Background: an optimization exercise with open tools, aiming at small area and a short achievable clock period. Do not read the settings as production practice. Function was checked by simulation only, so behaviour that the tests miss may differ from the original. Power is estimated from default activity; no workload was simulated.

==> flow/design.v <==
package bpred_pkg;
    localparam int MAX_TAG_BITS = 8;
    localparam int MAX_CTR_BITS = 2;
    localparam int MAX_XLEN     = 32;
    typedef logic [MAX_CTR_BITS-1:0] ctr_t;
    typedef struct packed {
        logic                    valid;
        logic [MAX_TAG_BITS-1:0] tag;
        logic [MAX_XLEN-1:0]     target;
        ctr_t                    ctr;
    } btb_entry_t;
    typedef enum logic [1:0] {
        CTR_INC      = 2'd0,
        CTR_DEC      = 2'd1,
        CTR_SET_MAX  = 2'd2,
        CTR_SET_WEAK = 2'd3
    } ctr_op_e;
    function automatic logic [MAX_CTR_BITS-1:0] ctr_max(input int bits);
        ctr_max = (1 << bits) - 1;
    endfunction
    function automatic logic [MAX_CTR_BITS-1:0] ctr_weak_t(input int bits);
        ctr_weak_t = 1 << (bits - 1);
    endfunction
    function automatic logic [MAX_CTR_BITS-1:0] ctr_weak_nt(input int bits);
        ctr_weak_nt = (1 << (bits - 1)) - 1;
    endfunction
    function automatic logic [MAX_CTR_BITS-1:0] ctr_sat(input logic [MAX_CTR_BITS-1:0] ctr,
                                                         input logic inc, input int bits);
        if (inc) begin
            ctr_sat = (ctr == ctr_max(bits)) ? ctr : ctr + 1'b1;
        end else begin
            ctr_sat = (ctr == '0) ? ctr : ctr - 1'b1;
        end
    endfunction
    function automatic logic [7:0] pc_index(input logic [MAX_XLEN-1:0] pc, input int idx_bits);
        logic [MAX_XLEN-1:0] masked;
        masked   = (pc >> 2) & ((64'd1 << idx_bits) - 64'd1);
        pc_index = masked[7:0];
    endfunction
    function automatic logic [MAX_TAG_BITS-1:0] pc_tag(input logic [MAX_XLEN-1:0] pc,
                                                       input int idx_bits,
                                                       input int tag_bits);
        logic [MAX_XLEN-1:0]     shifted;
        logic [MAX_TAG_BITS-1:0] one;
        shifted = pc >> (idx_bits + 2);
        one     = 1;
        pc_tag  = shifted[MAX_TAG_BITS-1:0] & ((one << tag_bits) - one);
    endfunction
endpackage
module bpred_sat_ctr (
    input  logic q,
    input  logic hold,
    input  logic d_new,
    input  logic load,
    output logic d
);
    assign d = (q & hold) | (d_new & load);
endmodule
module bpred_aor8 (
    input  logic [7:0] sel,
    input  logic [7:0] dat,
    output logic       y
);
    assign y = |(sel & dat);
endmodule
module bpred_or8 (
    input  logic [7:0] a,
    output logic       y
);
    assign y = |a;
endmodule
module bpred_or32 (
    input  logic [31:0] a,
    output logic        y
);
    logic [3:0] g;
    logic [1:0] h;
    for (genvar k = 0; k < 4; k++) begin : g_g
        bpred_or8 u_g (.a(a[8*k+7:8*k]), .y(g[k]));
    end
    bpred_nor2  u_h0 (.a(g[0]), .b(g[1]), .y(h[0]));
    bpred_nor2  u_h1 (.a(g[2]), .b(g[3]), .y(h[1]));
    bpred_nand2 u_y  (.a(h[0]), .b(h[1]), .y(y));
endmodule
module bpred_ne4 (
    input  logic [3:0] a,
    input  logic [3:0] b,
    output logic       y
);
    assign y = (a != b);
endmodule
module bpred_nor3 (
    input  logic a, b, c,
    output logic y
);
    assign y = ~(a | b | c);
endmodule
module bpred_nor2 (
    input  logic a, b,
    output logic y
);
    assign y = ~(a | b);
endmodule
module bpred_nand2 (
    input  logic a, b,
    output logic y
);
    assign y = ~(a & b);
endmodule
module bpred_aor32 (
    input  logic [31:0] sel,
    input  logic [31:0] dat,
    output logic        y
);
    logic [3:0] g;
    logic [1:0] h;
    for (genvar k = 0; k < 4; k++) begin : g_g
        bpred_aor8 u_g (.sel(sel[8*k+7:8*k]), .dat(dat[8*k+7:8*k]), .y(g[k]));
    end
    bpred_nor2  u_h0 (.a(g[0]), .b(g[1]), .y(h[0]));
    bpred_nor2  u_h1 (.a(g[2]), .b(g[3]), .y(h[1]));
    bpred_nand2 u_y  (.a(h[0]), .b(h[1]), .y(y));
endmodule
module bpred_btb
#(
    parameter int ENTRIES  = 32,
    parameter int TAG_BITS = 8,
    parameter int CTR_BITS = 2,
    parameter int XLEN     = 32
) (
    input  logic            clk,
    input  logic            reset,
    input  logic [XLEN-1:0] lookup_pc,
    output logic            pred_hit,
    output logic            pred_taken,
    output logic [XLEN-1:0] pred_target,
    input  logic            upd_valid,
    input  logic [XLEN-1:0] upd_pc,
    input  logic            upd_taken,
    input  logic            upd_is_jump,
    input  logic [XLEN-1:0] upd_target,
    input  logic            upd_pred_taken,
    input  logic [XLEN-1:0] upd_pred_target,
    input  logic            flush_all,
    output logic [31:0]     perf_updates,
    output logic [31:0]     perf_mispredicts
);
    localparam int IDX_BITS = $clog2(ENTRIES);
    logic [ENTRIES-1:0]                valid_q;
    logic [ENTRIES-1:0][TAG_BITS-1:0]  tag_q;
    logic [ENTRIES-1:0][XLEN-1:0]      tgt_q;
    logic [ENTRIES-1:0][CTR_BITS-1:0]  ctr_q;
    logic [IDX_BITS-1:0] lk_idx, upd_idx;
    logic [TAG_BITS-1:0] lk_tag, upd_tag;
    logic                upd_hit;
    logic [CTR_BITS-1:0] upd_ctr, ctr_next;
    logic                ctr_we, data_we;
    assign lk_idx  = lookup_pc[IDX_BITS+1:2];
    assign lk_tag  = lookup_pc[IDX_BITS+2+TAG_BITS-1:IDX_BITS+2];
    assign upd_idx = upd_pc[IDX_BITS+1:2];
    assign upd_tag = upd_pc[IDX_BITS+2+TAG_BITS-1:IDX_BITS+2];
    logic [ENTRIES-1:0] lk_dec, upd_dec, lk_sel, wr_ctr, wr_data;
    logic [TAG_BITS-1:0] upd_tag_rd;
    logic                upd_valid_rd;
    always_comb begin
        for (int i = 0; i < ENTRIES; i++) begin
            lk_dec[i]  = (lk_idx == i);
            upd_dec[i] = (upd_idx == i);
        end
    end
    logic [ENTRIES-1:0] dv_n, ne_lo, ne_hi, lk_sel2;
    logic [ENTRIES-1:0] lk_msb;
    logic [XLEN-1:0][ENTRIES-1:0] tgt_col;
    for (genvar i = 0; i < ENTRIES; i++) begin : g_lk
        assign dv_n[i] = ~(lk_dec[i] & valid_q[i]);
        bpred_ne4  u_lo  (.a(tag_q[i][3:0]), .b(lk_tag[3:0]), .y(ne_lo[i]));
        bpred_ne4  u_hi  (.a(tag_q[i][7:4]), .b(lk_tag[7:4]), .y(ne_hi[i]));
        bpred_nor3 u_sel  (.a(ne_lo[i]), .b(ne_hi[i]), .c(dv_n[i]), .y(lk_sel[i]));
        bpred_nor3 u_sel2 (.a(ne_lo[i]), .b(ne_hi[i]), .c(dv_n[i]), .y(lk_sel2[i]));
        assign lk_msb[i] = ctr_q[i][CTR_BITS-1];
    end
    for (genvar b = 0; b < XLEN; b++) begin : g_tgt_rd
        for (genvar i = 0; i < ENTRIES; i++) begin : g_col
            assign tgt_col[b][i] = tgt_q[i][b];
        end
        bpred_aor32 u_rd (.sel(b < XLEN/2 ? lk_sel : lk_sel2), .dat(tgt_col[b]), .y(pred_target[b]));
    end
    bpred_or32  u_hit   (.a(lk_sel), .y(pred_hit));
    bpred_aor32 u_taken (.sel(lk_sel2), .dat(lk_msb), .y(pred_taken));
    always_comb begin
        upd_tag_rd   = '0;
        upd_valid_rd = 1'b0;
        upd_ctr      = '0;
        for (int i = 0; i < ENTRIES; i++) begin
            upd_tag_rd   = upd_tag_rd | (tag_q[i] & {TAG_BITS{upd_dec[i]}});
            upd_valid_rd = upd_valid_rd | (valid_q[i] & upd_dec[i]);
            upd_ctr      = upd_ctr | (ctr_q[i] & {CTR_BITS{upd_dec[i]}});
        end
        upd_hit = upd_valid_rd && (upd_tag_rd == upd_tag);
        if (upd_is_jump)
            ctr_next = {CTR_BITS{1'b1}};
        else if (!upd_hit)
            ctr_next = {1'b1, {(CTR_BITS-1){1'b0}}};
        else if (upd_taken)
            ctr_next = (upd_ctr == {CTR_BITS{1'b1}}) ? upd_ctr : upd_ctr + 1'b1;
        else
            ctr_next = (upd_ctr == '0) ? upd_ctr : upd_ctr - 1'b1;
        ctr_we  = upd_valid && (upd_hit || upd_taken);
        data_we = upd_valid && (upd_taken || (upd_is_jump && upd_hit));
        wr_ctr  = upd_dec & {ENTRIES{ctr_we}};
        wr_data = upd_dec & {ENTRIES{data_we}};
    end
    always_ff @(posedge clk or posedge reset) begin
        if (reset) begin
            valid_q <= '0;
        end else if (flush_all) begin
            valid_q <= '0;
        end else if (upd_valid && upd_taken) begin
            valid_q[upd_idx] <= 1'b1;
        end
    end
    logic [ENTRIES-1:0][TAG_BITS-1:0]  tag_d;
    logic [ENTRIES-1:0][XLEN-1:0]      tgt_d;
    logic [ENTRIES-1:0][CTR_BITS-1:0]  ctr_d;
    logic [ENTRIES-1:0]                hold_ctr, hold_data;
    assign hold_ctr  = ~wr_ctr;
    assign hold_data = ~wr_data;
    for (genvar i = 0; i < ENTRIES; i++) begin : g_ent
        for (genvar b = 0; b < CTR_BITS; b++) begin : g_ctr
            bpred_sat_ctr u_hold (.q(ctr_q[i][b]), .hold(hold_ctr[i]), .d_new(ctr_next[b]),
                                  .load(wr_ctr[i]), .d(ctr_d[i][b]));
        end
        for (genvar b = 0; b < TAG_BITS; b++) begin : g_tag
            bpred_sat_ctr u_hold (.q(tag_q[i][b]), .hold(hold_data[i]), .d_new(upd_tag[b]),
                                  .load(wr_data[i]), .d(tag_d[i][b]));
        end
        for (genvar b = 0; b < XLEN; b++) begin : g_tgt
            bpred_sat_ctr u_hold (.q(tgt_q[i][b]), .hold(hold_data[i]), .d_new(upd_target[b]),
                                  .load(wr_data[i]), .d(tgt_d[i][b]));
        end
    end
    always_ff @(posedge clk) begin
        ctr_q <= ctr_d;
        tag_q <= tag_d;
        tgt_q <= tgt_d;
    end
    always_ff @(posedge clk or posedge reset) begin
        if (reset) begin
            perf_updates     <= '0;
            perf_mispredicts <= '0;
        end else begin
            if (upd_valid)
                perf_updates <= perf_updates + 32'd1;
            if (upd_valid && ((upd_taken != upd_pred_taken) ||
                              (upd_taken && (upd_target != upd_pred_target))))
                perf_mispredicts <= perf_mispredicts + 32'd1;
        end
    end
endmodule
clock: 6.5 ns
lec_check: 0
cap_margin: 10
core_margin: 2
core_utilization: 50
setup_slack_margin: 2.0
slew_margin: 10
synth_hierarchical: 1
synth_minimum_keep_size: 0
tns_end_percent: 5
standard.sh (not shown) runs the stock make flow with config.mk's settings and CLKGATE_MAP_FILE= SYNTH_SCRIPT=/design/flow/synth_recipe.tcl, a recipe that flattens the netlist after the stock synthesis.
==> flow/flow/run.sh <==
#!/bin/bash
# Layout flow: the standard ORFS flow (standard.sh) with two changes:
#  - the port buffers that buffer_ports inserts are plain buffers (buf_2), which the
#    timing repair then sizes, instead of the platform's default delay-cell pick;
#  - clock tree synthesis clusters more sinks per leaf buffer and adds no dummy
#    balancing loads, so the clock tree takes less area.
set -euo pipefail
export BUFFER_PORTS_ARGS="-buffer_cell sky130_fd_sc_hd__buf_2"
export CTS_ARGS="-sink_clustering_enable -repair_clock_nets -sink_clustering_size 12 -sink_clustering_max_diameter 50 -buf_list {sky130_fd_sc_hd__clkbuf_4 sky130_fd_sc_hd__clkbuf_8} -dont_use_dummy_load"
export IO_CONSTRAINTS="$PWD/flow/io.tcl"
bash standard.sh > standard_flow.log 2>&1
==> flow/flow/io.tcl <==
# Keep the lookup port's index/tag bits and the prediction outputs together on the
# bottom edge, so the combinational lookup path starts and ends close together.
set_io_pin_constraint -region bottom:* -pin_names {lookup_pc[2] lookup_pc[3] lookup_pc[4] lookup_pc[5] lookup_pc[6] lookup_pc[7] lookup_pc[8] lookup_pc[9] lookup_pc[10] lookup_pc[11] lookup_pc[12] lookup_pc[13] lookup_pc[14] pred_hit pred_taken pred_target[0] pred_target[1] pred_target[2] pred_target[3] pred_target[4] pred_target[5] pred_target[6] pred_target[7] pred_target[8] pred_target[9] pred_target[10] pred_target[11] pred_target[12] pred_target[13] pred_target[14] pred_target[15] pred_target[16] pred_target[17] pred_target[18] pred_target[19] pred_target[20] pred_target[21] pred_target[22] pred_target[23] pred_target[24] pred_target[25] pred_target[26] pred_target[27] pred_target[28] pred_target[29] pred_target[30] pred_target[31]}
Change:
--- a/flow/flow/run.sh
+++ b/flow/flow/run.sh
@@ -10 +9,0 @@
-export IO_CONSTRAINTS="$PWD/flow/io.tcl"
removed: flow/flow/io.tcl
The changed run completed with no timing, DRC or antenna violations; power goes up by 0.87%; final cell count goes up by 0.58%; critical path depth stays the same; synthesized area is unchanged; synthesized cell count is unchanged; sequential share of layout area is about the same; clock skew goes up by 0.020 ns; die area does not change; cell area hardly moves.
Change:
Settings changed: CORE_UTILIZATION 50 to 58.
Effect: Clock power is lower by a few percent. Setup slack gets better by 0.063 ns. Die area decreases by roughly a tenth. Fmax rises slightly. Total power goes down slightly. Via count went up by a few percent. Sequential power barely changes. Routed wire length went down by a few percent. Synthesized area does not change. Sequential share of layout area rose by 0.16 points. Critical path depth rose by 2.

[what the ideal ports hide]
The flow's constraints put no driver on any port. The routed layouts listed below were extracted and timed again, unchanged, in two steps. Step 1 sets driving cells, clkbuf_16 on the clock port and buf_2 on the other inputs (assumed; they add their load-dependent delay and slew). Step 2 also shifts input and output timing later by t, the mid clock arrival at the registers, as if the neighbouring blocks saw the same clock. Three values: no drivers, after step 1, after step 2; two values: the first two.
| run | shift t [ns] | setup slack, ns | worst slew at a driven data input, ns | cell pins on the clock port's net |
|---|---|---|---|---|
| the first run | 0.934 | 1.594 / 1.402 / 0.667 | 0.31 | 1 |
| the second run | 0.964 | 1.606 / 1.520 / 0.846 | 0.20 | 1 |
| the third run | 0.951 | 1.669 / 1.564 / 0.778 | 0.20 | 1 |
After both steps every run listed still meets setup and hold. For the first run, which loses most, drivers alone change the setup slack by -0.192 ns; drivers and shift together by -0.927 ns.
